This design comes from an exercise in tuning for small area on the open sky130 flow, not from production work.
Function was checked by simulation only, so behaviour that the tests miss may differ from the original.

File: flow/flow/run.sh
#!/bin/bash
# Layout flow: the standard flow (standard.sh) with these changes:
#  - synthesis maps logic with an area-oriented ABC script (flow/area.abc),
#    without ORFS's half/full-adder extraction, Kogge-Stone adder map or pass-through output
#    buffers (flow/my_synth.tcl); registers are mapped
#    exactly as in the standard synthesis;
#  - port buffers use the smallest buffer cell;
#  - clock tree: clkbuf_8 leaf clusters, no dummy loads.
# Each tool's output goes to flow_run.log (make) and ORFS's own logs.
set -euo pipefail
HERE=$(pwd)
sed "s|SYNTH_SCRIPT=[^ ]*|SYNTH_SCRIPT=$HERE/flow/my_synth.tcl|" standard.sh > my_standard.sh
export BUFFER_PORTS_ARGS="-buffer_cell sky130_fd_sc_hd__buf_1"
export CTS_ARGS="-sink_clustering_enable -repair_clock_nets -dont_use_dummy_load -buf_list sky130_fd_sc_hd__clkbuf_8 -sink_clustering_size 16 -sink_clustering_max_diameter 60"
export MY_ABC_SCRIPT=$HERE/flow/area.abc
bash my_standard.sh ADDER_MAP_FILE= SYNTH_OPERATIONS_ARGS=-noshare SYNTH_INSBUF=0 finish > flow_run.log 2>&1
File: flow/flow/area.abc
strash
&get -n
&fraig -x
&put
dc2
strash
dch -f
amap -m
File: flow/flow/my_synth.tcl
# synth_recipe.tcl with an area-oriented ABC mapping: the default yosys ABC
# script in place of ORFS's speed script. Everything else (front end,
# register mapping, flatten and renames) is the same as the standard flow's.
proc synth {args} { yosys synth -nofsm -noshare {*}$args }
proc abc {args} {
  set keep {}
  set i 0
  while {$i < [llength $args]} {
    set a [lindex $args $i]
    if {$a eq "-script" || $a eq "-constr" || $a eq "-D"} {
      incr i 2
      continue
    }
    lappend keep $a
    incr i
  }
  if {[info exists ::env(MY_ABC_D)] && $::env(MY_ABC_D) ne ""} {
    lappend keep -D $::env(MY_ABC_D)
  }
  if {[info exists ::env(MY_ABC_SCRIPT)] && $::env(MY_ABC_SCRIPT) ne ""} {
    lappend keep -script $::env(MY_ABC_SCRIPT)
  }
  yosys abc {*}$keep
}
source $::env(SCRIPTS_DIR)/synth.tcl
# left out here: clear keep_hierarchy, flatten, clean up, hide names made inside functions, write 1_2_yosys.v
File: flow/standard.sh
#!/bin/bash
# synth_recipe.tcl (not shown) runs the flow's synth.tcl, then flattens the netlist and writes it again
# the make line also repeats each setting of config.mk as NAME=value (left out here)
make -C /OpenROAD-flow-scripts/flow DESIGN_CONFIG=/design/flow/config.mk WORK_HOME=/design/flow/orfs CLKGATE_MAP_FILE= SYNTH_SCRIPT=/design/flow/synth_recipe.tcl "${@:-finish}"
File: flow/config.mk
export PLATFORM = sky130hd
export DESIGN_NAME = minilab_top
export DESIGN_NICKNAME = minilab_top
export VERILOG_FILES = /design/flow/design.v
export SDC_FILE = /design/flow/constraint.sdc
export NUM_CORES = 4
export LEC_CHECK = 0
export CAP_MARGIN = 0
export CORE_MARGIN = 2
export CORE_UTILIZATION = 50
export GPL_TIMING_DRIVEN = 0
export SLEW_MARGIN = 0
File: flow/constraint.sdc
create_clock -name core_clock -period 8.0 [get_ports {CLOCK_50}]
set_input_delay 1.6000 -clock core_clock [delete_from_list [all_inputs] [get_ports {CLOCK_50}]]
set_output_delay 1.6000 -clock core_clock [all_outputs]
set_load 0.01 [all_outputs]
File: flow/design.v
`timescale 1ns/1ps
module minilab_top (
  input  logic        CLOCK_50,
  input  logic        KEY,
  input  logic [9:0]  SW,
  output logic        LEDR,
  output logic [6:0]  HEX0,
  output logic [6:0]  HEX1,
  output logic [6:0]  HEX2,
  output logic [6:0]  HEX3,
  output logic [6:0]  HEX4,
  output logic [6:0]  HEX5,
  output logic        mem_read,
  output logic [31:0] mem_address,
  input  logic [63:0] mem_readdata,
  input  logic        mem_readdatavalid,
  input  logic        mem_waitrequest
);
  localparam int RW = 19;
  logic       pass;       
  logic       is_b;       
  logic [2:0] row;        
  logic       req;        
  logic       wait_rsp;   
  logic [2:0] j;          
  logic       done;
  logic capture;
  assign capture = wait_rsp && mem_readdatavalid;
  always_ff @(posedge CLOCK_50 or negedge KEY) begin
    if (!KEY) begin
      pass     <= 1'b0;
      is_b     <= 1'b1;
      row      <= 3'd0;
      req      <= 1'b0;
      wait_rsp <= 1'b0;
      j        <= 3'd0;
      done     <= 1'b0;
    end else begin
      if (req && !mem_waitrequest) begin
        req      <= 1'b0;
        wait_rsp <= 1'b1;
      end
      if (capture) begin
        wait_rsp <= 1'b0;
        if (is_b) begin
          is_b <= 1'b0;
          req  <= 1'b1;
        end else begin
          j <= 3'd1;
        end
      end
      if (j != 3'd0) j <= j + 3'd1;
      if (j == 3'd7) begin
        row <= row + 3'd1;
        if (row == 3'd7) begin
          if (pass) begin
            done <= 1'b1;
          end else begin
            pass <= 1'b1;
            is_b <= 1'b1;
            req  <= 1'b1;
          end
        end else begin
          req <= 1'b1;
        end
      end
      if (!req && !wait_rsp && is_b && !pass && j == 3'd0) req <= 1'b1;
    end
  end
  assign mem_read    = req;
  assign mem_address = is_b ? 32'd0 : {28'd0, 1'b0, row} + 32'd1;
  assign LEDR        = done;
  logic [31:0] h;
  assign h = pass ? mem_readdata[31:0] : mem_readdata[63:32];
  logic [31:0] b_q;
  always_ff @(posedge CLOCK_50) begin
    if (capture && is_b) b_q <= h;
  end
  logic [3:0] a_q [7];
  always_ff @(posedge CLOCK_50) begin
    for (int m = 0; m < 6; m++) begin
      if (j == 3'd0) a_q[m] <= h[27-4*m -: 4];
      else           a_q[m] <= a_q[m+1];
    end
    a_q[6] <= h[3:0];
  end
  logic [3:0] op_a;
  logic [7:0] op_b;
  logic       hi;
  assign op_a = (j == 3'd0) ? h[31:28] : a_q[0];
  assign op_b = b_q[31 - 8*j[2:1] -: 8];
  assign hi   = !j[0];
  logic [RW-1:0] res [8];
  logic [2:0]    sel_idx;
  logic [RW-1:0] sel;
  logic [RW-1:0] base;
  logic [RW-1:0] sum;
  logic [11:0]   prod;
  logic [15:0]   addend;
  logic          we;
  assign sel_idx = done ? SW[3:1] : row;
  assign sel     = res[sel_idx];
  assign base    = (!pass && j == 3'd0) ? '0 : sel;
  assign prod    = op_a * op_b;
  assign addend = hi ? {prod, 4'd0} : {4'd0, prod};
  assign sum     = base + RW'(addend);
  assign we      = (capture && !is_b) || (j != 3'd0);
  always_ff @(posedge CLOCK_50) begin
    for (int i = 0; i < 8; i++) begin
      if (we && row == 3'(i)) res[i] <= sum;
    end
  end
  function automatic logic [6:0] seg_of(input logic [3:0] nib);
    case (nib)
      4'h0:    seg_of = 7'b1000000;
      4'h1:    seg_of = 7'b1111001;
      4'h2:    seg_of = 7'b0100100;
      4'h3:    seg_of = 7'b0110000;
      4'h4:    seg_of = 7'b0011001;
      4'h5:    seg_of = 7'b0010010;
      4'h6:    seg_of = 7'b0000010;
      4'h7:    seg_of = 7'b1111000;
      4'h8:    seg_of = 7'b0000000;
      4'h9:    seg_of = 7'b0011000;
      4'ha:    seg_of = 7'b0001000;
      4'hb:    seg_of = 7'b0000011;
      4'hc:    seg_of = 7'b1000110;
      4'hd:    seg_of = 7'b0100001;
      4'he:    seg_of = 7'b0000110;
      default: seg_of = 7'b0001110;
    endcase
  endfunction
  logic        show;
  logic [23:0] shown;
  assign show  = done && SW[0];
  assign shown = {5'd0, sel};
  assign HEX0 = show ? seg_of(shown[3:0])   : 7'b1111111;
  assign HEX1 = show ? seg_of(shown[7:4])   : 7'b1111111;
  assign HEX2 = show ? seg_of(shown[11:8])  : 7'b1111111;
  assign HEX3 = show ? seg_of(shown[15:12]) : 7'b1111111;
  assign HEX4 = show ? seg_of(shown[19:16]) : 7'b1111111;
  assign HEX5 = show ? seg_of(shown[23:20]) : 7'b1111111;
endmodule
==> run notes, run 1 <==
Netlist Area Pre-Place=10100 sq um; P&R area growth vs syn=15.5%; global-route wire length before repair=40.0 mm; row count=52; final instance area=11700 sq um; relative slew slack=0.265; Final Max Slew Viols=0; Worst Setup Start Kind=input port; Final nets=1211; Final WS setup=0.900 ns; Final Critical Period=7.10 ns; vias per cell=5.69; Yosys warning count=3; CTS tree=done; Inserted Diodes=0; die area=21400 sq um; post-synthesis instance total=944; DR WL/cell=18.5 um; setup violators final=0; H-tree Lvls=1; largest net degree at the start of global routing=57; HPWL after detailed placement=18.0 mm; Root Driver=clkbuf_8; drt first pass iters=8; area leader, netlist=edfxtp_1; Critical Path Fanout Max=19; Initial Util=0.505; post-route ant nets=0; worst-skew pair later-pin latency=0.53 ns; DR iter-0 viols=687; Hold Crit Class=flip-flop to flip-flop; maximum clock path buffer count=3; Yosys top cell area share=0.546; clock tree sinks=223; die height=146 um; Num CTS Buffers=18; width of the die=146 um; RD Place Congestion=0.845; Critical Path RT=8.32 ns; placed inst area=11300 sq um; main flop type after synthesis=edfxtp_1; RSZ-0062 raised after global routing=no; kind of critical path=input port to flip-flop; Area contributors post-synth=edfxtp_1, nand2_1, dfxtp_1, nor2_1, o21a_1; port bufs=118; max cap viols=0; CTS clk-pin slew, worst paths=0.10 ns; Max Clock Freq=0.141 GHz; setup TNS=0 ns; critical path's slowest cell=and3_1; number of synthesized flops with an enable pin=184; most frequent cells in the layout=edfxtp_1, nand2_1, nor2_1; Setup WS pre-CTS=-1.05 ns; share of layout cells above drive strength 1=0.0645; synth unique cells=36; # DRC=0; period utilization=0.887; nature of the critical path endpoint=flip-flop; most frequent CP cell=nand2_1; number of synthesized register bits=223; worst slew pin tran=1.10 ns; status=finished clean; Hold Fails Final Rpt=0; routed vias=7968; ys async rst share=0.0493; most common library cell in the layout ignoring fill and taps=edfxtp_1; core area=20000 sq um; number of global-route vias before repair=7320; CP max stage delay=1.01 ns; antenna violations before repair=0; Syn Area/Cell=10.7 sq um; I/O pins=154; WL final=25.9 mm; total grt overflow=0; WP data arrival=7.42 ns; register area share after synthesis=0.628; clk_skew=0.0639 ns; GRT Total Usage=0.238
[state kept, by name (all words and copies together), names as in the netlist]
name and flops:
a_q 28, wait_rsp 1, res 152, j 3
pass 1, is_b 1, b_q 32, row 3
req 1, done 1
[synth_stat cells, types with 13 or more instances]
master,count
a21oi_1,42
a221oi_1,24
a222oi_1,19
a22o_1,25
a22oi_1,13
clkinv_1,70
dfxtp_1,28
edfxtp_1,184
nand2_1,160
nor2_1,142
o21a_1,57
o21ai_0,65
o22ai_1,41
[metal layers]
layer	global-route usage	vias up	part of all wire
met5	0	-	0
met4	0.0398	0	0.011
met3	0.0316	20	0.076
met2	0.376	278	0.45
met1	0.362	3746	0.46
li1	-	3924	-
[logic make-up after synthesis]
kind of cell	synth area share
other	0.000742
DFF	0.628
AOI/OAI and AO/OA	0.216
and+or+nand+nor	0.129
buffers and inverters	0.0260
[final cells by class]
class	instances	area, sq um
sequential	223	6360
timing repair buffer	141	729
tap	270	338
clock buffer	18	248
multi-input combinational	679	3740
fill	1793	8340
inverter	70	275
[worst max-delay path, delay by kind of cell]
kind | cells | cell delay, ns
buf+inv | 2 | 0.24
compound gates | 3 | 1.11
simple gates | 36 | 4.42
[through the flow]
step	hold WS [ns]	cells	util
finish	0.429	1401	0.584
floorplan	0.401	971	-
global placement	0.406	1359	0.549
global route	0.459	1401	0.584
detailed placement	0.410	1376	0.564
CTS	0.433	1394	0.578
[worst paths after layout]
path	to	from	depth (start not counted)	slack, ns
worst max-delay path	res[3][18]$_DFFE_PP_	SW[1]	41	0.90
worst min-delay path	a_q[5][3]$_DFF_P_	a_q[6][3]$_DFF_P_	2	0.43
worst max register to register	res[5][17]$_DFFE_PP_	j[0]$_DFFE_PN0P_	46	0.93
worst min register to register	a_q[5][3]$_DFF_P_	a_q[6][3]$_DFF_P_	2	0.43
max in group asynchronous	pass$_DFFE_PN0P_	KEY	1	6.47
min in group asynchronous	row[2]$_DFFE_PN0P_	KEY	1	1.05
[repair_timing]
action / 4_1_cts / 5_1_grt
cloned: 0 / 1
hold buffers: 0 / 0
buffers inserted: 0 / 6
pin swaps: 0 / 1
gates resized for setup: 7 / 15
endpoints found under the setup margin: 48 / 32
==> run 2: changes to the inputs <==
--- a/flow/design.v
+++ b/flow/design.v
@@ -94,13 +94,20 @@
   logic [2:0]    sel_idx;
   logic [RW-1:0] sel;
   logic [RW-1:0] base;
+  logic          zero;
+  assign zero    = !pass && j == 3'd0;
   logic [RW-1:0] sum;
   logic [11:0]   prod;
   logic [15:0]   addend;
   logic          we;
   assign sel_idx = done ? SW[3:1] : row;
-  assign sel     = res[sel_idx];
-  assign base    = (!pass && j == 3'd0) ? '0 : sel;
+  always_comb begin
+    sel = '0;
+    for (int i = 0; i < 8; i++) begin
+      if (!zero && sel_idx == 3'(i)) sel = sel | res[i];
+    end
+  end
+  assign base    = sel;
   assign prod    = op_a * op_b;
   assign addend = hi ? {prod, 4'd0} : {4'd0, prod};
   assign sum     = base + RW'(addend);
==> flow/config.mk (replaced) <==
export PLATFORM = sky130hd
export DESIGN_NAME = minilab_top
export DESIGN_NICKNAME = minilab_top
export VERILOG_FILES = /design/flow/design.v
export SDC_FILE = /design/flow/constraint.sdc
export NUM_CORES = 4
export LEC_CHECK = 0
export CAP_MARGIN = 20
export CORE_MARGIN = 2
export CORE_UTILIZATION = 40
export GPL_TIMING_DRIVEN = 0
export SLEW_MARGIN = 20
==> run 2 against run 1 <==
Still clean. Wire length fell by 5.6%. Register-to-register slack improved by 0.11 ns. Count of clock-buffer cells in the layout rose by 1. Critical endpoint is now res[0][15]$_DFFE_PP_.
==> run notes, run 2 <==
CTS tree=done; max cap viols=0 (unchanged); largest net degree at the start of global routing=37 (-35%); global-route wire length before repair=38.9 mm (-2.8%); Final Max Slew Viols=0 (unchanged); total of fill cells in the finished design=2323 (+30%); ys async rst share=0.0493 (unchanged); die height=162 um (+11%); worst-skew pair later-pin latency=0.52 ns (about the same); Critical Path Fanout Max=8 (-11); number of synthesized register bits=223 (unchanged); antenna violations before repair=0 (unchanged); Root Driver=clkbuf_8; relative slew slack=0.335 (+0.0706); port bufs=118 (unchanged); Largest Register=res; non-filler cells, final=1431 (+2.1%); clock tree sinks=223 (unchanged); Critical Path RT=8.25 ns (-0.07 ns); synth unique cells=33 (-8.3%); Inserted Diodes=0 (unchanged); post-route ant nets=0 (unchanged); most frequent CP cell=nand2_1; kind of critical path=input port to flip-flop; CP max stage delay=0.51 ns (-0.50 ns); share of layout cells above drive strength 1=0.0732 (+0.00863); Hold Fails Final Rpt=0 (unchanged); total grt overflow=0 (unchanged); number of synthesized flops with an enable pin=184 (unchanged); FF/Latch Area=6370 sq um (about the same); row count=57 (+9.6%); max FFs per register=152 (unchanged); Num CTS Buffers=19 (+1); Initial Util=0.409 (-0.0963); area of the multi-input gates=3680 sq um (-1.7%); Worst Setup Start Kind=input port; area leader, netlist=edfxtp_1; WP data arrival=7.38 ns (-0.04 ns); simple-gate share of the synthesized area=0.123 (-0.00608); dpl cells=1412 (+2.6%); Final Critical Period=7.13 ns (+0.0253 ns); DR WL/cell=17.1 um (-7.6%); Yosys warning count=3 (unchanged); width of the die=162 um (+11%); nature of the critical path endpoint=flip-flop; largest registers=res (152), b_q (32), a_q (28); core area=24400 sq um (+22%); H-tree Lvls=1 (unchanged); Final nets=1187 (-2.0%); P&R area growth vs syn=17.3%; most frequent cells in the layout=edfxtp_1, nor2_1, nand2_1; Syn Area/Cell=10.9 sq um (+1.2%); HPWL after detailed placement=17.4 mm (-3.2%); CTS clk-pin slew, worst paths=0.09 ns (about the same); critical path's slowest cell=nor3_4; DR iter-0 viols=731 (+6.4%); Max Clock Freq=0.140 GHz (-0.36%); Synth Area in Compound Gates=0.211 (-0.00491); main flop type after synthesis=edfxtp_1; Netlist Area Pre-Place=9970 sq um (-1.5%); drt first pass iters=7 (-1); Area contributors post-synth=edfxtp_1, nor2_1, dfxtp_1, nand2_1, o21ai_0; status=finished clean; GRT Total Usage=0.188 (-0.0500); die area=26200 sq um (+22%); maximum clock path buffer count=3 (unchanged); Post-Synth Adder-Cell Area=0 (unchanged); setup violators final=0 (unchanged); Yosys top cell area share=0.554 (+0.00821); worst hold slack=0.431 ns (+0.00177 ns); fin util=0.480 (-0.104); # DRC=0 (unchanged); Hold Crit Class=flip-flop to flip-flop; Post-synth top cells=edfxtp_1, nor2_1, nand2_1, o21ai_0, clkinv_1; period utilization=0.891 (+0.00317); number of global-route vias before repair=7314 (-0.082%); Post CTS Setup Buffer Count=0 (unchanged); post-synthesis mux area share=0 (unchanged); clk_skew=0.0310 ns (-0.0329 ns); vias per cell=5.46 (-3.9%); placed inst area=11300 sq um (about the same); post-synthesis instance total=919 (-2.6%); most common library cell in the layout ignoring fill and taps=edfxtp_1; I/O pins=154 (unchanged); worst slew pin tran=0.995 ns (-0.108 ns); CTS Hold Bufs=0 (unchanged); XOR/XNOR share of the synthesized area=0 (unchanged); routed vias=7820 (-1.9%); RD Place Congestion=0.830 (-1.7%); WL final=24.5 mm (-5.6%); register area share after synthesis=0.638 (+0.00946); final instance area=11700 sq um (about the same); main combinational cell family by area after synthesis=compound AO/OA/AOI/OAI gates; most numerous cell in the Yosys netlist=edfxtp_1
[run 2: cell count changes in the layout (fill, tap and decap cells not counted), sizes merged, moves of 7 or more]
| cell | change |
|---|---|
| nand2 | -40 |
| o21a | -20 |
| a22oi | +12 |
| a21oi | +10 |
| nor2 | +9 |
| o21ai | +9 |
| a22o | -8 |
| a222oi | +7 |
[run 2: final timing paths]
path | depth (start not counted) | start | endpoint | slack [ns]
min in group asynchronous | 1 | KEY | row[1]$_DFFE_PN0P_ | 1.04
worst max-delay path | 35 | SW[1] | res[0][15]$_DFFE_PP_ | 0.87
max in group asynchronous | 1 | KEY | j[0]$_DFFE_PN0P_ | 6.50
worst max register to register | 44 | pass$_DFFE_PN0P_ | res[1][17]$_DFFE_PP_ | 1.04
worst min-delay path | 2 | a_q[6][3]$_DFF_P_ | a_q[5][3]$_DFF_P_ | 0.43
worst min register to register | 2 | a_q[6][3]$_DFF_P_ | a_q[5][3]$_DFF_P_ | 0.43
[run 2: area by class of cell]
class / count / area share
Clock buffer: 19 / 0.0223
Tap cell: 324 / 0.0346
Sequential cell: 223 / 0.544
Timing Repair Buffer: 142 / 0.0604
Multi-Input combinational cell: 650 / 0.314
Inverter: 73 / 0.0242
[run 2: logic make-up after synthesis]
kind of cell | count (synthesis)
buffers and inverters | 73
other | 2
AND/OR/NAND/NOR | 310
AO/OA/AOI/OAI | 311
flip-flops | 223
[run 2: stage by stage]
step	setup TNS, ns	setup slack [ns]
floorplan	0	0.668
global placement	-264.82	-3.25
detailed placement	-28.81	-1.10
CTS	0	0.194
global route	-0.171	-0.0191
finish	0	0.875
[run 2: repair_timing]
action	in CTS	in global routing
pin swaps	0	2
gates cloned	0	0
endpoints found under the setup margin	40	46
resized for setup	8	25
[run 2: worst max-delay path, delay by kind of cell]
family | cells | cell delay (ns)
simple gates | 18 | 2.48
buf+inv | 5 | 0.98
compound gates | 12 | 2.27
[run 2: metal layers]
| layer | wire [um] | track usage | vias to the layer above |
|---|---|---|---|
| met5 | 0 | 0 | - |
| met4 | 529 | 0.0463 | 0 |
| met3 | 1460 | 0.0217 | 33 |
| met2 | 11600 | 0.316 | 227 |
| met1 | 10900 | 0.262 | 3708 |
| li1 | - | - | 3852 |
==> run 3: changes to the inputs <==
--- a/flow/flow/run.sh
+++ b/flow/flow/run.sh
@@ -4,7 +4,8 @@
 #    without ORFS's half/full-adder extraction, Kogge-Stone adder map or pass-through output
 #    buffers (flow/my_synth.tcl); registers are mapped
 #    exactly as in the standard synthesis;
-#  - port buffers use the smallest buffer cell;
+#  - port buffers use the smallest buffer cell; one tie cell drives all
+#    constant outputs;
 #  - clock tree: clkbuf_8 leaf clusters, no dummy loads.
 # Each tool's output goes to flow_run.log (make) and ORFS's own logs.
 set -euo pipefail
@@ -13,4 +14,4 @@
 export BUFFER_PORTS_ARGS="-buffer_cell sky130_fd_sc_hd__buf_1"
 export CTS_ARGS="-sink_clustering_enable -repair_clock_nets -dont_use_dummy_load -buf_list sky130_fd_sc_hd__clkbuf_8 -sink_clustering_size 16 -sink_clustering_max_diameter 60"
 export MY_ABC_SCRIPT=$HERE/flow/area.abc
-bash my_standard.sh ADDER_MAP_FILE= SYNTH_OPERATIONS_ARGS=-noshare SYNTH_INSBUF=0 finish > flow_run.log 2>&1
+bash my_standard.sh SKIP_REPAIR_TIE_FANOUT=1 ADDER_MAP_FILE= SYNTH_OPERATIONS_ARGS=-noshare SYNTH_INSBUF=0 finish > flow_run.log 2>&1
==> run 3 against run 2 <==
First-iteration DRC count fell by 1.9%. Fmax fell by 3.0%. Synthesized area unchanged. Critical path depth increased by 3. Utilization decreased by 0.051 points. Design area down 0.11%. Global-route usage is 0.066 points lower. Critical endpoint is now res[4][17]$_DFFE_PP_. Largest cell class unchanged. Highest routed layer unchanged.
==> run notes, run 3 <==
clock tree sinks=223 (unchanged); nature of the critical path endpoint=flip-flop; area of the multi-input gates=3560 sq um (-3.1%); largest registers=res (152), b_q (32), a_q (28); Netlist Area Pre-Place=9970 sq um (unchanged); Final Critical Period=7.34 ns (+0.219 ns); critical path's slowest cell=nor3_4; Hold Fails Final Rpt=0 (unchanged); synth unique cells=33 (unchanged); number of synthesized flops with an enable pin=184 (unchanged); port bufs=118 (unchanged); # DRC=0 (unchanged); WP data arrival=7.67 ns (+0.29 ns); Max Clock Freq=0.136 GHz (-3.0%); Worst Setup Start Kind=input port; I/O pins=154 (unchanged); ys async rst share=0.0493 (unchanged); clk_skew=0.0556 ns (+0.0247 ns); relative slew slack=0.372 (+0.0368); drt first pass iters=7 (unchanged); Num CTS Buffers=20 (+1); DR iter-0 viols=717 (-1.9%); Largest Register=res; status=finished clean; share of layout cells above drive strength 1=0.0792 (+0.00602); kind of critical path=input port to flip-flop; Inserted Diodes=0 (unchanged); number of synthesized register bits=223 (unchanged); Yosys top cell area share=0.554 (unchanged); vias per cell=5.46 (about the same); Root Driver=clkbuf_8; period utilization=0.918 (+0.0274); area leader, netlist=edfxtp_1; Syn Area/Cell=10.9 sq um (unchanged); RD Place Congestion=0.828 (-0.28%); antenna violations before repair=0 (unchanged); FF/Latch Area=6370 sq um (unchanged); most frequent CP cell=nand2_1; worst-skew pair later-pin latency=0.54 ns (+0.02 ns); number of global-route vias before repair=7321 (+0.096%); GRT Total Usage=0.187 (-0.000657); routed vias=7703 (-1.5%); total of fill cells in the finished design=2260 (-2.7%); most numerous cell in the Yosys netlist=edfxtp_1; Final nets=1166 (-1.8%); Post-synth top cells=edfxtp_1, nor2_1, nand2_1, o21ai_0, clkinv_1; Critical Path RT=8.32 ns (+0.07 ns); global-route wire length before repair=39.0 mm (+0.18%); CTS tree=done; worst slew pin tran=0.940 ns (-0.0550 ns); Area contributors post-synth=edfxtp_1, nor2_1, dfxtp_1, nand2_1, o21ai_0; P&R area growth vs syn=17.2%; largest net degree at the start of global routing=36 (-2.7%); post-synthesis instance total=919 (unchanged); max FFs per register=152 (unchanged); post-route ant nets=0 (unchanged); Hold Crit Class=flip-flop to flip-flop; main flop type after synthesis=edfxtp_1; CTS clk-pin slew, worst paths=0.09 ns (about the same); most common library cell in the layout ignoring fill and taps=edfxtp_1; total grt overflow=0 (unchanged); DR WL/cell=17.4 um (+1.7%); Yosys warning count=3 (unchanged); maximum clock path buffer count=3 (unchanged); worst hold slack=0.399 ns (-0.0321 ns); row count=57 (unchanged); max cap viols=0 (unchanged); Initial Util=0.409 (unchanged); HPWL after detailed placement=17.5 mm (+0.47%); core area=24400 sq um (unchanged); setup violators final=0 (unchanged); H-tree Lvls=1 (unchanged); CP max stage delay=0.54 ns (+0.03 ns); die area=26200 sq um (unchanged); Final Max Slew Viols=0 (unchanged); register area share after synthesis=0.638 (unchanged); Critical Path Fanout Max=8 (unchanged); die height=162 um (unchanged); most frequent cells in the layout=edfxtp_1, nor2_1, nand2_1; WL final=24.5 mm (+0.24%); setup TNS=0 ns (unchanged); width of the die=162 um (unchanged)
-- run 3: worst max-delay path: cells and delay by family --
family	cells	cell delay [ns]
AO/OA/AOI/OAI	11	1.93
AND/OR/NAND/NOR	21	2.93
buffers and inverters	6	1.17
-- run 3: logic make-up (layout without fill, tap and decap cells) --
kind of cell	count (synthesis)	count (layout)	synth area share
other	2	2	0.000753
buffers and inverters	73	240	0.0275
AOI/OAI and AO/OA	311	311	0.211
DFF	223	223	0.638
and+or+nand+nor	310	310	0.123
-- run 3: final timing paths --
| path | slack, ns | start | depth (start not counted) | endpoint |
|---|---|---|---|---|
| max in group asynchronous | 6.50 | KEY | 1 | pass$_DFFE_PN0P_ |
| min in group asynchronous | 1.04 | KEY | 1 | wait_rsp$_DFFE_PN0P_ |
| hold / removal | 0.40 | a_q[4][1]$_DFF_P_ | 2 | a_q[3][1]$_DFF_P_ |
| hold reg to reg | 0.40 | a_q[4][1]$_DFF_P_ | 2 | a_q[3][1]$_DFF_P_ |
| setup reg to reg | 1.05 | j[0]$_DFFE_PN0P_ | 40 | res[4][17]$_DFFE_PP_ |
| setup / recovery | 0.66 | SW[2] | 38 | res[4][17]$_DFFE_PP_ |
-- run 3: layer usage --
layer	vias up	GRT usage	wire length (um)
met3	29	0.0225	1310
met1	3631	0.262	11300
met5	-	0	0
li1	3836	-	-
met2	207	0.313	11600
met4	0	0.0467	387
-- run 3: through the flow --
stage / cells / util / setup WS (ns) / area, sq um
after CTS: 1406 / 0.474 / 0.0112 / 11600
after global routing: 1410 / 0.479 / -0.0240 / 11700
after detailed placement: 1386 / 0.461 / -1.19 / 11300
after global placement: 1361 / 0.444 / -3.11 / 10800
after floorplan: 919 / - / 0.668 / 9970
final: 1410 / 0.479 / 0.655 / 11700
-- run 3: repair_timing --
action                     in CTS  in global routing
buffers inserted                0                  4
gates resized for setup         8                 23
setup endpoints to repair      48                 48
cloned                          0                  0
pin swaps                       0                  2
hold buffers                    0                  0
-- run 3: final cells by class --
| type | count | share of cell area |
|---|---|---|
| Sequential cell | 223 | 0.545 |
| Multi-Input combinational cell | 623 | 0.305 |
| Timing Repair Buffer | 147 | 0.0678 |
| Tap cell | 324 | 0.0347 |
| Inverter | 73 | 0.0243 |
| Clock buffer | 20 | 0.0235 |
==> run 4: changes to the inputs <==
==> flow/flow/run.sh (replaced) <==
#!/bin/bash
# Layout flow: the standard flow (standard.sh) with these changes:
#  - synthesis maps logic with an area-oriented ABC script (flow/area.abc),
#    without ORFS's half/full-adder extraction, Kogge-Stone adder map or pass-through output
#    buffers (flow/my_synth.tcl); registers are mapped
#    exactly as in the standard synthesis;
#  - port buffers use the smallest buffer cell;
#  - clock tree: clkbuf_4/clkbuf_8 buffers, leaf clusters of up to 10 sinks, no dummy loads.
# Each tool's output goes to flow_run.log (make) and ORFS's own logs.
set -euo pipefail
HERE=$(pwd)
sed "s|SYNTH_SCRIPT=[^ ]*|SYNTH_SCRIPT=$HERE/flow/my_synth.tcl|" standard.sh > my_standard.sh
export BUFFER_PORTS_ARGS="-buffer_cell sky130_fd_sc_hd__buf_1"
export CTS_ARGS="-sink_clustering_enable -repair_clock_nets -dont_use_dummy_load -buf_list {sky130_fd_sc_hd__clkbuf_4 sky130_fd_sc_hd__clkbuf_8} -sink_clustering_size 10 -sink_clustering_max_diameter 40"
export MY_ABC_SCRIPT=$HERE/flow/area.abc
bash my_standard.sh ADDER_MAP_FILE= SYNTH_OPERATIONS_ARGS=-noshare SYNTH_INSBUF=0 finish > flow_run.log 2>&1
==> run 4 against run 3 <==
Still clean on timing, DRC and antenna. First-iteration DRC count decreased by 8.8%. Critical path depth shrank 3. Count of clock-buffer cells in the layout rose by 11. Die area unchanged. Design area is 1.5% higher. Non-clock buffer count shrank 5. Synthesized area unchanged. Clock skew shrank 0.013 ns. Synthesized cell count is the same. Utilization grew 0.74 points. Critical path type unchanged. Highest routed layer unchanged.
==> run notes, run 4 <==
RD Place Congestion=0.830 (+0.28%); number of global-route vias before repair=7393 (+0.98%); drt first pass iters=7 (unchanged); global-route wire length before repair=39.2 mm (+0.53%); I/O pins=154 (unchanged); Critical Path RT=8.28 ns (-0.04 ns); Post CTS Setup Buffer Count=0 (unchanged); Yosys top cell area share=0.554 (unchanged); area leader, netlist=edfxtp_1; share of layout cells above drive strength 1=0.0831 (+0.00392); WL final=24.8 mm (+0.93%); row count=57 (unchanged); period utilization=0.887 (-0.0309); clock tree sinks=223 (unchanged); most common library cell in the layout ignoring fill and taps=edfxtp_1; clk_skew=0.0429 ns (-0.0127 ns); Largest Register=res; critical path's slowest cell=nor3_4; number of synthesized register bits=223 (unchanged); fin util=0.487 (+0.00739); Setup WS pre-CTS=-1.10 ns (+0.0850 ns); worst-skew pair later-pin latency=0.57 ns (+0.03 ns); register area share after synthesis=0.638 (unchanged); width of the die=162 um (unchanged); final instance area=11900 sq um (+1.5%); largest net degree at the start of global routing=37 (+2.8%); total of fill cells in the finished design=2300 (+1.8%); Final nets=1199 (+2.8%); P&R area growth vs syn=19.0%; non-filler cells, final=1443 (+2.3%); H-tree Lvls=1 (unchanged); synth unique cells=33 (unchanged); vias per cell=5.45 (-0.30%); main flop type after synthesis=edfxtp_1; nature of the critical path endpoint=flip-flop; Final Critical Period=7.10 ns (-0.247 ns); post-route ant nets=0 (unchanged); # DRC=0 (unchanged); status=finished clean; worst slew pin tran=1.01 ns (+0.0751 ns); die height=162 um (unchanged); dpl cells=1412 (+1.9%); total grt overflow=0 (unchanged); max cap viols=0 (unchanged); Yosys warning count=3 (unchanged); HPWL after detailed placement=17.4 mm (-0.46%); Critical Path Fanout Max=8 (unchanged); CTS Hold Bufs=0 (unchanged); Max Clock Freq=0.141 GHz (+3.5%); die area=26200 sq um (unchanged); port bufs=118 (unchanged); antenna violations before repair=0 (unchanged); GRT Total Usage=0.189 (+0.00181); WP data arrival=7.37 ns (-0.30 ns); Netlist Area Pre-Place=9970 sq um (unchanged); CTS tree=done; Root Driver=clkbuf_8; most frequent cells in the layout=edfxtp_1, nor2_1, nand2_1; largest registers=res (152), b_q (32), a_q (28); DR iter-0 viols=654 (-8.8%); Worst Setup Start Kind=input port; maximum clock path buffer count=3 (unchanged); Hold Fails Final Rpt=0 (unchanged); relative slew slack=0.322 (-0.0502); Initial Util=0.409 (unchanged); most frequent CP cell=nand2_1; Final WS setup=0.902 ns (+0.247 ns); Inserted Diodes=0 (unchanged); most numerous cell in the Yosys netlist=edfxtp_1; R2R setup slack=1.05 ns (about the same); CP max stage delay=0.51 ns (-0.03 ns); routed vias=7860 (+2.0%); kind of critical path=input port to flip-flop; core area=24400 sq um (unchanged); post-synthesis instance total=919 (unchanged); ys async rst share=0.0493 (unchanged); max FFs per register=152 (unchanged); DR WL/cell=17.2 um (-1.4%); CTS clk-pin slew, worst paths=0.07 ns (-0.02 ns); placed inst area=11300 sq um (+0.41%); Post-synth top cells=edfxtp_1, nor2_1, nand2_1, o21ai_0, clkinv_1; Area contributors post-synth=edfxtp_1, nor2_1, dfxtp_1, nand2_1, o21ai_0; Hold Crit Class=flip-flop to flip-flop; Num CTS Buffers=31 (+55%); Syn Area/Cell=10.9 sq um (unchanged); number of synthesized flops with an enable pin=184 (unchanged); Final Max Slew Viols=0 (unchanged); setup violators final=0 (unchanged)
## run 4: cell counts after synthesis
No cell type changed its count.
## run 4: layout make-up
cell class | count | area [sq um] | area share
inverters | 73 | 285 | 0.0240
multi-input cells | 650 | 3680 | 0.310
repair buffers | 142 | 707 | 0.0596
flip-flops and latches | 223 | 6370 | 0.536
well taps | 324 | 405 | 0.0342
clock buffers | 31 | 427 | 0.0359
## run 4: layer usage
metal,GRT usage,vias up,share of wire
met5,0,-,0
met1,0.260,3726,0.45
met4,0.0463,0,0.019
met2,0.319,226,0.47
met3,0.0276,31,0.057
li1,-,3877,-
## run 4: worst max-delay path, delay by kind of cell
kind / cells / cell delay [ns]
and+or+nand+nor: 18 / 2.49
AOI/OAI and AO/OA: 12 / 2.28
buffers and inverters: 5 / 0.98
## run 4: final timing paths
path | start | endpoint | depth (start not counted)
hold / removal | a_q[1][0]$_DFF_P_ | a_q[0][0]$_DFF_P_ | 2
setup reg to reg | j[1]$_DFFE_PN0P_ | res[7][17]$_DFFE_PP_ | 43
min in group asynchronous | KEY | req$_DFF_PN0_ | 1
setup / recovery | SW[1] | res[7][15]$_DFFE_PP_ | 35
max in group asynchronous | KEY | pass$_DFFE_PN0P_ | 1
hold reg to reg | a_q[1][0]$_DFF_P_ | a_q[0][0]$_DFF_P_ | 2
## run 4: cells by family (layout without fill, tap and decap cells)
family,count (synthesis),in the layout,synth area share
other,2,29,0.000753
buffers and inverters,73,246,0.0275
AO/OA/AOI/OAI,311,311,0.211
AND/OR/NAND/NOR,310,310,0.123
flip-flops,223,223,0.638
## run 4: repair_timing
| item | CTS | global route |
|---|---|---|
| gates cloned | 0 | 0 |
| gates resized for setup | 8 | 26 |
| endpoints found under the setup margin | 42 | 48 |
| pin swaps | 0 | 1 |
## run 4: per-stage QoR
stage                     setup TNS (ns)  hold slack [ns]
after floorplan                        0            0.401
after global placement           -264.82            0.405
after detailed placement          -28.81            0.411
after CTS                              0            0.429
after global routing             -0.0878            0.446
final                                  0            0.426
==> run 5: changes to the inputs <==
--- a/flow/design.v
+++ b/flow/design.v
@@ -36,18 +36,19 @@
       j        <= 3'd0;
       done     <= 1'b0;
     end else begin
-      if (req && !mem_waitrequest) begin
-        req      <= 1'b0;
-        wait_rsp <= 1'b1;
-      end
       if (capture) begin
         wait_rsp <= 1'b0;
         if (is_b) begin
           is_b <= 1'b0;
-          req  <= 1'b1;
         end else begin
           j <= 3'd1;
         end
+      end
+      if (mem_read && !mem_waitrequest) begin
+        req      <= 1'b0;
+        wait_rsp <= 1'b1;
+      end else if (mem_read) begin
+        req      <= 1'b1;
       end
       if (j != 3'd0) j <= j + 3'd1;
       if (j == 3'd7) begin
@@ -58,17 +59,17 @@
           end else begin
             pass <= 1'b1;
             is_b <= 1'b1;
-            req  <= 1'b1;
           end
-        end else begin
-          req <= 1'b1;
         end
       end
       if (!req && !wait_rsp && is_b && !pass && j == 3'd0) req <= 1'b1;
     end
   end
-  assign mem_read    = req;
-  assign mem_address = is_b ? 32'd0 : {28'd0, 1'b0, row} + 32'd1;
+  logic early;
+  assign early       = (j == 3'd7) && !(pass && row == 3'd7);
+  assign mem_read    = req || early || (capture && is_b);
+  assign mem_address = early ? ((row == 3'd7) ? 32'd0 : {28'd0, 1'b0, row} + 32'd2)
+                             : ((is_b && !capture) ? 32'd0 : {28'd0, 1'b0, row} + 32'd1);
   assign LEDR        = done;
   logic [31:0] h;
   assign h = pass ? mem_readdata[31:0] : mem_readdata[63:32];
==> flow/flow/run.sh (replaced) <==
#!/bin/bash
# Layout flow: the standard flow (standard.sh) with these changes:
#  - synthesis maps logic with an area-oriented ABC script (flow/area.abc),
#    without ORFS's half/full-adder extraction, Kogge-Stone adder map or pass-through output
#    buffers (flow/my_synth.tcl); registers are mapped
#    exactly as in the standard synthesis;
#  - port buffers use the smallest buffer cell;
#  - clock tree: clkbuf_8 leaf clusters, no dummy loads.
# Each tool's output goes to flow_run.log (make) and ORFS's own logs.
set -euo pipefail
HERE=$(pwd)
sed "s|SYNTH_SCRIPT=[^ ]*|SYNTH_SCRIPT=$HERE/flow/my_synth.tcl|" standard.sh > my_standard.sh
export BUFFER_PORTS_ARGS="-buffer_cell sky130_fd_sc_hd__buf_1"
export CTS_ARGS="-sink_clustering_enable -repair_clock_nets -dont_use_dummy_load -buf_list sky130_fd_sc_hd__clkbuf_8 -sink_clustering_size 16 -sink_clustering_max_diameter 60"
export MY_ABC_SCRIPT=$HERE/flow/area.abc
bash my_standard.sh ADDER_MAP_FILE= SYNTH_OPERATIONS_ARGS=-noshare SYNTH_INSBUF=0 finish > flow_run.log 2>&1
==> run 5 against run 4 <==
Synthesized area rose by 0.82%. Flip-flop and latch count unchanged. Critical path depth rose by 9. Worst setup slack got worse by 0.12 ns. Design area decreased by 0.64%. Final cell count rose by 0.76%. Die area increased by 0.80%. Critical path type unchanged. Critical endpoint is now res[1][18]$_DFFE_PP_. Largest cell class unchanged.
==> run notes, run 5 <==
capturing point of the worst reg2reg path=res[1][18]$_DFFE_PP_; vias per cell=5.44 (about the same); Hold Crit Class=flip-flop to flip-flop; clk_skew=0.0282 ns (-0.0147 ns); Num CTS Buffers=18 (-42%); reg-to-reg startpoint=j[1]$_DFFE_PN0P_; max FFs per register=152 (unchanged); kind of critical path=input port to flip-flop; most frequent CP cell=nand2_1; most frequent cells in the layout=edfxtp_1, nor2_1, nand2_1; die area=26400 sq um (+0.80%); maximum clock path buffer count=3 (unchanged); CTS clk-pin slew, worst paths=0.10 ns (+0.03 ns); area leader, netlist=edfxtp_1; ys async rst share=0.0493 (unchanged); Final Critical Period=7.22 ns (+0.120 ns); clock tree sinks=223 (unchanged); period utilization=0.902 (+0.0150); buffers plus inverters on the worst setup path=1 (-4); Max Clock Freq=0.139 GHz (-1.7%); WP data arrival=7.53 ns (+0.16 ns); port bufs=118 (unchanged); Root Driver=clkbuf_8; most numerous cell in the Yosys netlist=edfxtp_1; width of the die=163 um (+0.40%); Yosys warning count=3 (unchanged); Critical Path Fanout Max=8 (unchanged); RD Place Congestion=0.843 (+1.6%); antenna violations before repair=0 (unchanged); # DRC=0 (unchanged); post-synthesis instance total=935 (+1.7%); number of synthesized flops with an enable pin=184 (unchanged); Final nets=1204 (+0.42%); share of layout cells above drive strength 1=0.0721 (-0.0110); P&R area growth vs syn=17.3%; WL final=25.2 mm (+1.6%); DR iter-0 viols=701 (+7.2%); CP max stage delay=0.37 ns (-0.14 ns); number of synthesized register bits=223 (unchanged); global-route wire length before repair=39.4 mm (+0.49%); hold path cells=2 (unchanged); Inserted Diodes=0 (unchanged); most common library cell in the layout ignoring fill and taps=edfxtp_1; Worst Hold Endpoint=a_q[1][0]$_DFF_P_; Initial Util=0.403 (-0.00613); Netlist Area Pre-Place=10100 sq um (+0.82%); synth unique cells=39 (+18%); Yosys top cell area share=0.549 (-0.00448); Hold Path Origin=a_q[2][0]$_DFF_P_; Largest Register=res; worst r2r path cells=37 (-14%); largest registers=res (152), b_q (32), a_q (28); RSZ-0062 raised after global routing=no; post-route ant nets=0 (unchanged); status=finished clean; family with the most delay on the worst path=compound AO/OA/AOI/OAI gates; drt first pass iters=6 (-1); Post-synth top cells=edfxtp_1, nor2_1, nand2_1, clkinv_1, o21ai_0; register area share after synthesis=0.633 (-0.00516); Syn Area/Cell=10.8 sq um (-0.91%); worst slew pin tran=1.08 ns (+0.0672 ns); number of global-route vias before repair=7382 (-0.15%); relative slew slack=0.260 (-0.0618); total grt overflow=0 (unchanged); routed vias=7915 (+0.70%); CTS tree=done; Post CTS Setup Buffer Count=0 (unchanged); die height=163 um (+0.40%); row count=58 (+1.8%); setup violators final=0 (unchanged); HPWL after detailed placement=18.0 mm (+3.6%); max cap viols=0 (unchanged); fin util=0.472 (-0.0142); Area contributors post-synth=edfxtp_1, dfxtp_1, nor2_1, nand2_1, o21ai_0; core area=25000 sq um (+2.3%); H-tree Lvls=1 (unchanged); Critical Path RT=8.31 ns (+0.03 ns); placed inst area=11400 sq um (+1.2%); largest net degree at the start of global routing=38 (+2.7%); worst-skew pair later-pin latency=0.52 ns (-0.05 ns); I/O pins=154 (unchanged); final instance area=11800 sq um (-0.64%); Worst Setup Start Kind=input port; Final Max Slew Viols=0 (unchanged); Hold Fails Final Rpt=0 (unchanged); nature of the critical path endpoint=flip-flop; main flop type after synthesis=edfxtp_1; R2R setup slack=0.87 ns (-0.18 ns); DR WL/cell=17.3 um (+0.81%); critical path's slowest cell=a21oi_1; GRT Total Usage=0.190 (+0.000894)
==> run 5: timing repair <==
item                                    CTS  global route
endpoints found under the setup margin   45            40
hold buffers                              0             0
hold endpoints to repair                  0             0
gates resized for setup                   8            19
==> run 5: worst max path at each step <==
stage / slack [ns] / to / from / depth (start not counted)
5_1_grt: 0.04 / res[1][18]$_DFFE_PP_ / j[1]$_DFFE_PN0P_ / 37
6_report: 0.78 / res[1][18]$_DFFE_PP_ / mem_readdata[30] / 44
2_1_floorplan: 0.62 / res[0][18]$_DFFE_PP_ / j[0]$_DFFE_PN0P_ / 38
4_1_cts: 0.14 / res[4][16]$_DFFE_PP_ / j[0]$_DFFE_PN0P_ / 45
3_3_place_gp: -2.95 / res[0][18]$_DFFE_PP_ / j[0]$_DFFE_PN0P_ / 36
3_5_place_dp: -1.10 / res[0][18]$_DFFE_PP_ / pass$_DFFE_PN0P_ / 44
==> run 5: layer usage <==
layer	vias up	global-route usage	wire length [um]
li1	3897	-	-
met1	3720	0.262	11400
met2	263	0.318	11700
met3	35	0.0272	1600
met4	0	0.0495	521
met5	-	0	0
==> run 5: layout make-up <==
cell class                 instances  area, sq um
inverter                          86          332
tap                              330          413
clock buffer                      18          248
fill                            2327        13200
sequential                       223         6370
multi-input combinational        653         3670
timing repair buffer             144          761
==> run 5: cells by family (layout without fill, tap and decap cells) <==
logic type,after synthesis,after routing,share of synthesized area
other,2,29,0.000747
buffers and inverters,86,248,0.0321
DFF,223,223,0.633
and+or+nand+nor,310,310,0.122
AOI/OAI and AO/OA,314,314,0.213
==> run 5: tightest hold or removal path: stages (launching register included) <==
cell     delay [ns]
dfxtp_1        0.31
nand2_1        0.04
o21ai_0        0.05
==> run 5: per-stage QoR <==
step / setup slack [ns] / instances / hold slack [ns] / setup TNS [ns]
6_report: 0.783 / 1454 / 0.402 / 0
3_5_place_dp: -1.10 / 1436 / 0.410 / -26.91
3_3_place_gp: -2.95 / 1410 / 0.406 / -261.98
2_1_floorplan: 0.619 / 962 / 0.401 / 0
4_1_cts: 0.143 / 1454 / 0.407 / 0
5_1_grt: 0.0431 / 1454 / 0.446 / 0
==> run 6: changes to the inputs <==
--- a/flow/design.v
+++ b/flow/design.v
@@ -95,20 +95,13 @@
   logic [2:0]    sel_idx;
   logic [RW-1:0] sel;
   logic [RW-1:0] base;
-  logic          zero;
-  assign zero    = !pass && j == 3'd0;
   logic [RW-1:0] sum;
   logic [11:0]   prod;
   logic [15:0]   addend;
   logic          we;
   assign sel_idx = done ? SW[3:1] : row;
-  always_comb begin
-    sel = '0;
-    for (int i = 0; i < 8; i++) begin
-      if (!zero && sel_idx == 3'(i)) sel = sel | res[i];
-    end
-  end
-  assign base    = sel;
+  assign sel     = res[sel_idx];
+  assign base    = (!pass && j == 3'd0) ? '0 : sel;
   assign prod    = op_a * op_b;
   assign addend = hi ? {prod, 4'd0} : {4'd0, prod};
   assign sum     = base + RW'(addend);
==> run 6 against run 5 <==
Register-to-register slack worse by 0.08 ns. Global-route usage up 0.23 points. Design area up 1.4%. Via count up 0.48%. Largest cell class unchanged. Highest routed layer unchanged.
==> run notes, run 6 <==
status=finished clean; Hold Fails Final Rpt=0 (unchanged); total grt overflow=0 (unchanged); row count=58 (unchanged); ys async rst share=0.0493 (unchanged); nature of the critical path endpoint=output pin; Max Clock Freq=0.134 GHz (-2.9%); Yosys top cell area share=0.545 (-0.00474); area leader, netlist=edfxtp_1; Final Critical Period=7.44 ns (+0.218 ns); Initial Util=0.405 (+0.00233); setup violators final=0 (unchanged); max cap viols=0 (unchanged); Syn Area/Cell=10.8 sq um (+0.33%); Critical Path RT=6.40 ns (-1.91 ns); Final WS setup=0.564 ns (-0.218 ns); number of global-route vias before repair=7168 (-2.9%); maximum clock path buffer count=3 (unchanged); Largest Register=res; most numerous cell in the Yosys netlist=edfxtp_1; post-route ant nets=0 (unchanged); Yosys warning count=3 (unchanged); clock tree sinks=223 (unchanged); worst-skew pair later-pin latency=0.53 ns (about the same); synth unique cells=37 (-5.1%); H-tree Lvls=1 (unchanged); register area share after synthesis=0.627 (-0.00546); P&R area growth vs syn=17.9%; Worst Setup Start Kind=input port; Netlist Area Pre-Place=10100 sq um (+0.87%); most common library cell in the layout ignoring fill and taps=edfxtp_1; relative slew slack=0.316 (+0.0557); final instance area=12000 sq um (+1.4%); Hold Crit Class=flip-flop to flip-flop; share of layout cells above drive strength 1=0.0767 (+0.00466); max FFs per register=152 (unchanged); routed vias=7953 (+0.48%); largest registers=res (152), b_q (32), a_q (28); worst slew pin tran=1.02 ns (-0.0581 ns); Critical Path Fanout Max=9 (+1); post-synthesis instance total=940 (+0.53%); largest net degree at the start of global routing=37 (-2.6%); fin util=0.478 (+0.00513); Root Driver=clkbuf_8; DR WL/cell=17.9 um (+3.2%); main flop type after synthesis=edfxtp_1; most frequent cells in the layout=edfxtp_1, nand2_1, nor2_1; CTS tree=done; WP data arrival=5.84 ns (-1.69 ns); port bufs=118 (unchanged); DR iter-0 viols=750 (+7.0%); kind of critical path=input port to output pin; Final Max Slew Viols=0 (unchanged); Num CTS Buffers=19 (+1); Final nets=1214 (+0.83%); CTS clk-pin slew, worst paths=0.07 ns (-0.03 ns); vias per cell=5.43 (-0.21%); Inserted Diodes=0 (unchanged); drt first pass iters=5 (-1); global-route wire length before repair=39.6 mm (+0.60%); period utilization=0.929 (+0.0273); HPWL after detailed placement=18.9 mm (+4.9%); width of the die=163 um (+0.42%); GRT Total Usage=0.192 (+0.00231); worst hold slack=0.427 ns (+0.0247 ns); number of synthesized register bits=223 (unchanged); Post-synth top cells=edfxtp_1, nand2_1, nor2_1, clkinv_1, o21ai_0; die area=26600 sq um (+0.85%); clk_skew=0.0339 ns (+0.00567 ns); WL final=26.1 mm (+3.9%); Setup WS pre-CTS=-1.02 ns (+0.0737 ns); RD Place Congestion=0.809 (-4.1%); core area=25000 sq um (+0.29%); I/O pins=154 (unchanged); die height=163 um (+0.42%); Area contributors post-synth=edfxtp_1, nand2_1, dfxtp_1, nor2_1, o21a_1; antenna violations before repair=0 (unchanged); number of synthesized flops with an enable pin=184 (unchanged); placed inst area=11500 sq um (+0.89%); # DRC=0 (unchanged)
## run 6: changes by cell type in the layout (fill, tap and decap cells not counted), moves of 6 or more
cell / previous run / this run
nand2_1: 129 / 151
o21a_1: 37 / 59
nor2_1: 135 / 119
clkinv_1: 83 / 69
a22oi_1: 19 / 11
o21ai_0: 72 / 64
nor3_1: 4 / 10
## run 6: stage by stage
stage	std cells	TNS [ns]
6_report	1464	0
5_1_grt	1464	-0.122
2_1_floorplan	967	0
3_3_place_gp	1415	-152.85
3_5_place_dp	1440	-22.55
4_1_cts	1459	0
## run 6: path summary, 6_finish.rpt
kind,from,end,slack (ns),cells past startpoint
setup / recovery,SW[1],HEX1[0],0.56,13
hold / removal,a_q[6][1]$_DFF_P_,a_q[5][1]$_DFF_P_,0.43,2
setup reg to reg,j[0]$_DFFE_PN0P_,res[1][18]$_DFFE_PP_,0.79,48
hold reg to reg,a_q[6][1]$_DFF_P_,a_q[5][1]$_DFF_P_,0.43,2
max in group asynchronous,KEY,j[0]$_DFFE_PN0P_,6.50,1
min in group asynchronous,KEY,row[0]$_DFFE_PN0P_,1.05,1
## run 6: layout make-up
class,instances,area (sq um)
repair buffers,148,811
inverters,71,273
flip-flops and latches,223,6370
fillers,2347,13100
clock buffers,19,262
well taps,330,413
multi-input cells,673,3830
## run 6: kinds of logic (layout without fill, tap and decap cells)
logic type             after synthesis  in the layout  share of synthesized area
AND/OR/NAND/NOR                    327            327                      0.130
other                                2             29                   0.000740
flip-flops                         223            223                      0.627
buffers and inverters               71            238                     0.0263
AO/OA/AOI/OAI                      317            317                      0.216
## run 6: worst max-delay path, cell delays in order
cell and delay, ns:
buf_1 0.07, o22ai_1 0.48, clkinv_1 0.40, nor3_2 0.66, buf_6 0.23, buf_6 0.16, clkinv_1 0.23, o21ai_0 0.65
clkinv_1 0.27, nor2_1 0.22, a2111oi_0 0.11, or4_1 0.58, buf_1 0.16
## run 6: layer usage
| metal | GRT usage | part of all wire |
|---|---|---|
| met1 | 0.269 | 0.45 |
| met2 | 0.315 | 0.47 |
| met3 | 0.0289 | 0.061 |
| met4 | 0.0499 | 0.019 |
| met5 | 0 | 0 |
## run 6: what timing repair did
action,CTS,global route
cloned,0,0
setup buffers,0,5
pin swaps,0,2
endpoints found under the setup margin,48,40
gates resized for setup,7,20
hold buffers,0,0

[what the ideal ports hide]
No port has a modelled driver above. Below, the same layouts with a new extraction and two added sets of constraints. Step 1: set_driving_cell puts a clkbuf_16 on CLOCK_50 and a buf_2 on each other input, an assumption about the parent block. Step 2 adds t to the input delays and takes it off the output delays; t is the mean of the earliest and latest rising clock arrival at the registers after step 1. Input paths then give back, and output paths get back, about the clock's delay inside the block. a / b / c = ideal / step 1 / step 2; a / b = the first two.
run	t (ns)	slack for setup (ns)	latest minus earliest clock arrival (ns)
run 1	0.538	0.900 / 0.918 / 0.380	0.064 / 0.064
run 2	0.549	0.875 / 0.896 / 0.346	0.031 / 0.031
run 3	0.549	0.655 / 0.674 / 0.125	0.056 / 0.056
run 4	0.589	0.902 / 0.924 / 0.335	0.043 / 0.043
run 5	0.553	0.783 / 0.802 / 0.249	0.028 / 0.028
run 6	0.550	0.564 / 0.543 / 0.178	0.034 / 0.034
After both steps every run listed still meets setup and hold. The setup slack of run 4, which loses most, moves by +0.022 ns with the drivers and by -0.567 ns with both steps.
